This is an optimization exercise on Yosys and OpenROAD, whose aim is small area, a short achievable clock period and few clock cycles, not a production implementation.
RTL that was checked went through simulation tests only; none was proved equivalent to the original.
Power is estimated from default activity; no workload was simulated.

## old
==> flow/design.v <==
package udpb_pkg;
  localparam logic [15:0] IP_VER_TOS = 16'h4500;
  localparam logic [15:0] IP_FLAGS   = 16'h4000;
  localparam logic [7:0]  PROTO_UDP  = 8'd17;
  localparam logic [15:0] LEN_BASE = 16'd28;
  localparam logic [15:0] SUM_BASE = 16'hFFE8;
  localparam logic [31:0] RST_SOURCE_ADDRESS      = 32'h0606_0600;
  localparam logic [31:0] RST_DESTINATION_ADDRESS = 32'h0;
  localparam logic [15:0] RST_SOURCE_PORT         = 16'd6666;
  localparam logic [15:0] RST_DESTINATION_PORT    = 16'd0;
  localparam logic [7:0]  RST_TIME_TO_LIVE        = 8'd50;
  function automatic logic [15:0] add16(input logic [15:0] a, input logic [15:0] b,
                                        input logic cin);
    logic [15:0] g;
    logic [15:0] p;
    logic [15:0] gg;
    logic [15:0] pp;
    logic [15:0] c;
    g  = a & b;
    p  = a ^ b;
    gg = g;
    pp = p;
    for (int l = 0; l < 4; l++) begin
      for (int i = 0; i < 16; i++) begin
        if (((i >> l) & 1) == 1) begin
          gg[i] = gg[i] | (pp[i] & gg[((i >> l) << l) - 1]);
          pp[i] = pp[i] & pp[((i >> l) << l) - 1];
        end
      end
    end
    c[0] = cin;
    for (int i = 1; i < 16; i++) c[i] = gg[i-1] | (pp[i-1] & cin);
    add16 = p ^ c;
  endfunction
  function automatic logic [15:0] oc_add(input logic [15:0] a, input logic [15:0] b);
    logic [15:0] g;
    logic [15:0] p;
    logic [15:0] gg;
    logic [15:0] pp;
    logic [15:0] c;
    g  = a & b;
    p  = a ^ b;
    gg = g;
    pp = p;
    for (int l = 0; l < 4; l++) begin
      for (int i = 0; i < 16; i++) begin
        if (((i >> l) & 1) == 1) begin
          gg[i] = gg[i] | (pp[i] & gg[((i >> l) << l) - 1]);
          pp[i] = pp[i] & pp[((i >> l) << l) - 1];
        end
      end
    end
    c[0] = gg[15];
    for (int i = 1; i < 16; i++) c[i] = gg[i-1] | (pp[i-1] & gg[15]);
    oc_add = p ^ c;
  endfunction
endpackage
module udpb_front
(
  input  logic        clk,
  input  logic        rst,
  input  logic        in_v,
  input  logic [7:0]  in_b,
  input  logic        in_last,
  input  logic        take,
  output logic        go,
  output logic        hold,
  output logic [15:0] job_sum,
  output logic [15:0] job_len,
  output logic        job_ovf
);
  logic [15:0] acc;
  logic [15:0] cnt;
  logic        odd;
  logic        ovf;
  logic        fresh;   
  logic        c_sat;   
  logic [15:0] acc_b;
  logic [15:0] cnt_b;
  logic        odd_b;
  logic        ovf_b;
  logic        cnt_sat;
  logic [15:0] cnt_n;
  assign go    = in_v & (~hold | take);
  assign acc_b = fresh ? udpb_pkg::SUM_BASE : acc;
  assign cnt_b = fresh ? udpb_pkg::LEN_BASE : cnt;
  assign odd_b = odd;   
  assign ovf_b = ~fresh & ovf;
  assign cnt_sat = ~fresh & c_sat;
  assign cnt_n   = cnt_sat ? cnt_b : udpb_pkg::add16(cnt_b, 16'h0000, 1'b1);
  always_ff @(posedge clk) begin
    if (go) begin
      acc <= udpb_pkg::oc_add(acc_b, odd_b ? {8'h00, in_b} : {in_b, 8'h00});
      cnt   <= cnt_n;
      c_sat <= cnt_sat | (cnt_b == 16'hFFFE);
      ovf <= ovf_b | cnt_sat;
    end
  end
  always_ff @(posedge clk) begin
    if (rst) begin
      fresh <= 1'b1;
      hold  <= 1'b0;
      odd   <= 1'b0;
    end else begin
      if (go) begin
        fresh <= in_last;
        odd   <= ~odd & ~in_last;
      end
      hold <= (go & in_last) | (hold & ~take);
    end
  end
  assign job_sum = acc;
  assign job_len = cnt;
  assign job_ovf = ovf;
endmodule
module udpb_back
(
  input  logic        clk,
  input  logic        rst,
  input  logic        cfg_write,
  input  logic [31:0] sa,
  input  logic [31:0] da,
  input  logic [15:0] sp,
  input  logic [15:0] dp,
  input  logic [7:0]  ttl,
  input  logic        hold,
  input  logic [15:0] job_sum,
  input  logic [15:0] job_len,
  input  logic        job_ovf,
  output logic        take,
  input  logic        pop,
  output logic        empty,
  output logic [21:0] result
);
  logic        busy;
  logic        pre;
  logic        dirty;
  logic [3:0]  k;
  logic        empty_r;
  logic [15:0] out_word;
  logic        out_lerr;
  logic        out_eoh;
  logic [15:0] blen;
  logic        bovf;
  logic [15:0] acc_ip;
  logic [15:0] acc_udp;
  logic [3:0]  nk;    
  logic        adv;
  logic        start_pre;
  logic [15:0] word;
  assign nk        = (k == 4'd13) ? 4'd0 : k + 4'd1;
  assign adv       = busy & (pre | empty_r | pop);
  assign take      = hold & ((~busy & ~dirty) | (adv & ~pre & (nk == 4'd13)));
  assign start_pre = ~busy & dirty;
  assign empty  = empty_r;
  assign result = {out_word, k, out_lerr, out_eoh};
  always_comb begin
    case (nk)
      4'd0:    word = udpb_pkg::IP_VER_TOS;
      4'd1:    word = blen;
      4'd2:    word = 16'h0000;
      4'd3:    word = udpb_pkg::IP_FLAGS;
      4'd4:    word = {ttl, udpb_pkg::PROTO_UDP};
      4'd5:    word = ~acc_ip;
      4'd6:    word = sa[31:16];
      4'd7:    word = sa[15:0];
      4'd8:    word = da[31:16];
      4'd9:    word = da[15:0];
      4'd10:   word = sp;
      4'd11:   word = dp;
      4'd12:   word = blen;   
      default: word = (&acc_udp) ? 16'hFFFF : ~acc_udp;
    endcase
  end
  always_ff @(posedge clk) begin
    if (rst) begin
      busy    <= 1'b0;
      pre     <= 1'b0;
      dirty   <= 1'b1;
      empty_r <= 1'b1;
    end else begin
      if (take) begin
        busy <= 1'b1;
      end else if (start_pre) begin
        busy <= 1'b1;
        pre  <= 1'b1;
      end else if (adv & (nk == (pre ? 4'd10 : 4'd13))) begin
        busy <= 1'b0;
        pre  <= 1'b0;
      end
      if (cfg_write) begin
        dirty <= 1'b1;
      end else if (start_pre) begin
        dirty <= 1'b0;
      end
      if (adv) begin
        empty_r <= pre;
      end else if (pop) begin
        empty_r <= 1'b1;
      end
    end
  end
  always_ff @(posedge clk) begin
    if (start_pre) begin
      k <= 4'd3;
    end else if (adv) begin
      k <= (pre & (nk == 4'd10)) ? 4'd13 : nk;
    end
    if (take) begin
      blen    <= job_len;
      bovf    <= job_ovf;
    end else if (adv & (nk == 4'd1)) begin
      blen    <= udpb_pkg::add16(blen, 16'hFFEC, 1'b0);
    end
    if (adv) begin
      out_word <= word;
      out_lerr <= bovf;
      out_eoh  <= (nk == 4'd13);
    end
    if (adv) begin
      case (nk)
        4'd1, 4'd2, 4'd3, 4'd4, 4'd7, 4'd8, 4'd9, 4'd10:
          acc_ip <= udpb_pkg::oc_add(acc_ip, out_word);
        4'd5:    acc_ip <= out_word;   
        default: ;
      endcase
    end
    if (take) begin
      acc_udp <= {job_sum[0], job_sum[15:1]};
    end else if (adv) begin
      case (nk)
        4'd2, 4'd7, 4'd8, 4'd9, 4'd10, 4'd11, 4'd12:
          acc_udp <= udpb_pkg::oc_add(acc_udp, out_word);
        4'd3:    acc_udp <= {acc_udp[14:0], acc_udp[15]};
        default: ;
      endcase
    end
  end
endmodule
module udp_ipv4_header_builder_unit
(
  input  logic                   clk,
  input  logic                   rst,
  input  logic                   push,
  output logic                   full,
  input  logic [8:0]             item,
  output logic                   empty,
  input  logic                   pop,
  output logic [21:0]            result,
  input  logic                   cfg_write,
  input  logic [2:0]             cfg_index,
  input  logic [31:0]            cfg_data
);
  logic [31:0] sa;
  logic [31:0] da;
  logic [15:0] sp;
  logic [15:0] dp;
  logic [7:0]  ttl;
  logic        full_r;
  logic        in_v;
  logic [7:0]  in_b;
  logic        in_last;
  logic        accept;
  logic        go;
  logic        hold;
  logic        take;
  logic [15:0] job_sum;
  logic [15:0] job_len;
  logic        job_ovf;
  assign full   = full_r;
  assign accept = push & ~full_r;
  logic [31:0] wd0;   
  logic [31:0] wd1;   
  logic [4:0]  wen;
  assign wd0 = rst ? 32'h0 : cfg_data;
  assign wd1 = rst ? 32'hFFFF_FFFF : cfg_data;
  assign wen[0] = rst | (cfg_write & (cfg_index == 3'd0));
  assign wen[1] = rst | (cfg_write & (cfg_index == 3'd1));
  assign wen[2] = rst | (cfg_write & (cfg_index == 3'd2));
  assign wen[3] = rst | (cfg_write & (cfg_index == 3'd3));
  assign wen[4] = rst | (cfg_write & (cfg_index == 3'd4));
  function automatic logic [31:0] pick(input logic [31:0] rv, input logic [31:0] d0,
                                       input logic [31:0] d1);
    pick = (rv & d1) | (~rv & d0);
  endfunction
  logic [31:0] sa_d;
  logic [31:0] da_d;
  logic [31:0] sp_d;
  logic [31:0] dp_d;
  logic [31:0] ttl_d;
  assign sa_d  = pick(udpb_pkg::RST_SOURCE_ADDRESS, wd0, wd1);
  assign da_d  = pick(udpb_pkg::RST_DESTINATION_ADDRESS, wd0, wd1);
  assign sp_d  = pick(32'(udpb_pkg::RST_SOURCE_PORT), wd0, wd1);
  assign dp_d  = pick(32'(udpb_pkg::RST_DESTINATION_PORT), wd0, wd1);
  assign ttl_d = pick(32'(udpb_pkg::RST_TIME_TO_LIVE), wd0, wd1);
  always_ff @(posedge clk) begin
    if (wen[0]) sa  <= sa_d;
    if (wen[1]) da  <= da_d;
    if (wen[2]) sp  <= sp_d[15:0];
    if (wen[3]) dp  <= dp_d[15:0];
    if (wen[4]) ttl <= ttl_d[7:0];
  end
  always_ff @(posedge clk) begin
    if (rst) begin
      in_v   <= 1'b0;
      full_r <= 1'b0;
    end else begin
      in_v   <= accept | (in_v & ~go);
      full_r <= (accept | (in_v & ~go)) & ((go & in_last) | (hold & ~take));
    end
    if (accept) begin
      in_b    <= item[8:1];
      in_last <= item[0];
    end
  end
  udpb_front u_front (
    .clk     (clk),
    .rst     (rst),
    .in_v    (in_v),
    .in_b    (in_b),
    .in_last (in_last),
    .take    (take),
    .go      (go),
    .hold    (hold),
    .job_sum (job_sum),
    .job_len (job_len),
    .job_ovf (job_ovf)
  );
  udpb_back u_back (
    .clk       (clk),
    .rst       (rst),
    .cfg_write (cfg_write),
    .sa        (sa),
    .da        (da),
    .sp        (sp),
    .dp        (dp),
    .ttl       (ttl),
    .hold      (hold),
    .job_sum   (job_sum),
    .job_len   (job_len),
    .job_ovf   (job_ovf),
    .take      (take),
    .pop       (pop),
    .empty     (empty),
    .result    (result)
  );
endmodule
export LEC_CHECK = 0
export ABC_CLOCK_PERIOD_IN_PS = 2200
export CAP_MARGIN = 20
export CORE_MARGIN = 2
export CORE_UTILIZATION = 40
export SETUP_SLACK_MARGIN = 2.9
export SLEW_MARGIN = 20
create_clock -name core_clock -period 6.0 [get_ports {clk}]
standard.sh (not shown) runs the stock make flow with config.mk's settings and CLKGATE_MAP_FILE= SYNTH_SCRIPT=/design/flow/synth_recipe.tcl, a recipe that flattens the netlist after the stock synthesis.
==> flow/flow/run.sh <==
#!/bin/bash
# The standard layout (the standard.sh, synthesis unchanged) with
# settings ORFS reads from the environment:
#  - every port still gets a buffer, but of the smallest plain buffer cell
#    (buf_1, which the resizer may upsize) instead of the delay-cell-sized
#    default that buffer_ports picks;
#  - clock tree synthesis with the usual clustering but without the dummy
#    loads it otherwise adds to even out the leaf buffers' loads.
set -euo pipefail
export BUFFER_PORTS_ARGS="-buffer_cell sky130_fd_sc_hd__buf_1"
export CTS_ARGS="-sink_clustering_enable -repair_clock_nets -sink_clustering_size 32 -sink_clustering_max_diameter 70 -dont_use_dummy_load"
bash standard.sh > standard.log 2>&1
Testbench counts of old, summed over its fixed seeds: cycles 55,014.
Relative to old, the following input files were edited for new:
--- a/flow/design.v
+++ b/flow/design.v
@@ -147,11 +147,13 @@
   logic [3:0]  nk;    
   logic        adv;
   logic        start_pre;
+  logic        at_job;   
   logic [15:0] word;
   assign nk        = (k == 4'd13) ? 4'd0 : k + 4'd1;
   assign adv       = busy & (pre | empty_r | pop);
   assign take      = hold & ((~busy & ~dirty) | (adv & ~pre & (nk == 4'd13)));
   assign start_pre = ~busy & dirty;
+  assign at_job    = ~busy | (nk == 4'd13);
   assign empty  = empty_r;
   assign result = {out_word, k, out_lerr, out_eoh};
   always_comb begin
@@ -206,11 +208,11 @@
     end else if (adv) begin
       k <= (pre & (nk == 4'd10)) ? 4'd13 : nk;
     end
+    if (take | (adv & (nk == 4'd1))) begin
+      blen    <= at_job ? job_len : udpb_pkg::add16(blen, 16'hFFEC, 1'b0);
+    end
     if (take) begin
-      blen    <= job_len;
       bovf    <= job_ovf;
-    end else if (adv & (nk == 4'd1)) begin
-      blen    <= udpb_pkg::add16(blen, 16'hFFEC, 1'b0);
     end
     if (adv) begin
       out_word <= word;
@@ -225,15 +227,14 @@
         default: ;
       endcase
     end
-    if (take) begin
-      acc_udp <= {job_sum[0], job_sum[15:1]};
-    end else if (adv) begin
-      case (nk)
-        4'd2, 4'd7, 4'd8, 4'd9, 4'd10, 4'd11, 4'd12:
-          acc_udp <= udpb_pkg::oc_add(acc_udp, out_word);
-        4'd3:    acc_udp <= {acc_udp[14:0], acc_udp[15]};
-        default: ;
-      endcase
+    if (take | (adv & ((nk == 4'd2) | (nk == 4'd3) | (nk >= 4'd7 & nk <= 4'd12)))) begin
+      if (at_job) begin
+        acc_udp <= {job_sum[0], job_sum[15:1]};
+      end else if (nk == 4'd3) begin
+        acc_udp <= {acc_udp[14:0], acc_udp[15]};
+      end else begin
+        acc_udp <= udpb_pkg::oc_add(acc_udp, out_word);
+      end
     end
   end
 endmodule
Notes after the runs:
Reported net switching power was lower in the run labelled old.
Clock skew (new over old): decrease, 0.010 ns
From old to new the numbers moved as follows: register-to-register slack went down 0.07 ns, routed wire length went up about 9%, core area went up 0.0010 mm2.
Sort old and new by met3 track demand over resource in global routing, ascending, and old comes first.
As of new, gate count of the mapped netlist had risen by a few percent compared to old.
Delta (new minus old): post-synthesis share of cell area spent on xor and xnor gates neither gained nor lost much; arrival time reported for the critical path endpoint went up; row count rose about 1.6%.
Compared with old, new ends up with a larger final cell area.
[new] maximum frequency fell 2.1% relative to old
The RTL of new was laid out without a check of its function.

-- afterwards: timing with drivers on the ports --
Ports are ideal in the flow. The routed layouts listed here were re-timed in OpenROAD.
Step 1 (the two cells are an assumption about what drives the block):
set clk [get_ports {clk}]
set_driving_cell -lib_cell sky130_fd_sc_hd__clkbuf_16 $clk
set_driving_cell -lib_cell sky130_fd_sc_hd__buf_2 [delete_from_list [all_inputs] $clk]
Step 2, shift: input delay + t, output delay - t, t = (earliest + latest rising clock arrival at the registers) / 2. This alone moves slack from input paths to output paths.
Slacks: ideal / step 1 / step 2; pairs: ideal / step 1.
run | t, ns | setup WS [ns] | hold WS [ns] | worst register clock-pin slew, ns
old | 0.522 | 2.989 / 2.989 / 2.583 | 0.475 / 0.475 / 0.475 | 0.11 / 0.11
new | 0.532 | 2.924 / 2.924 / 2.555 | 0.433 / 0.433 / 0.433 | 0.11 / 0.11
After both steps setup and hold are still met in every run listed. The setup slack of old, which loses most, moves by 0.000 ns with the drivers and by -0.406 ns with both steps.
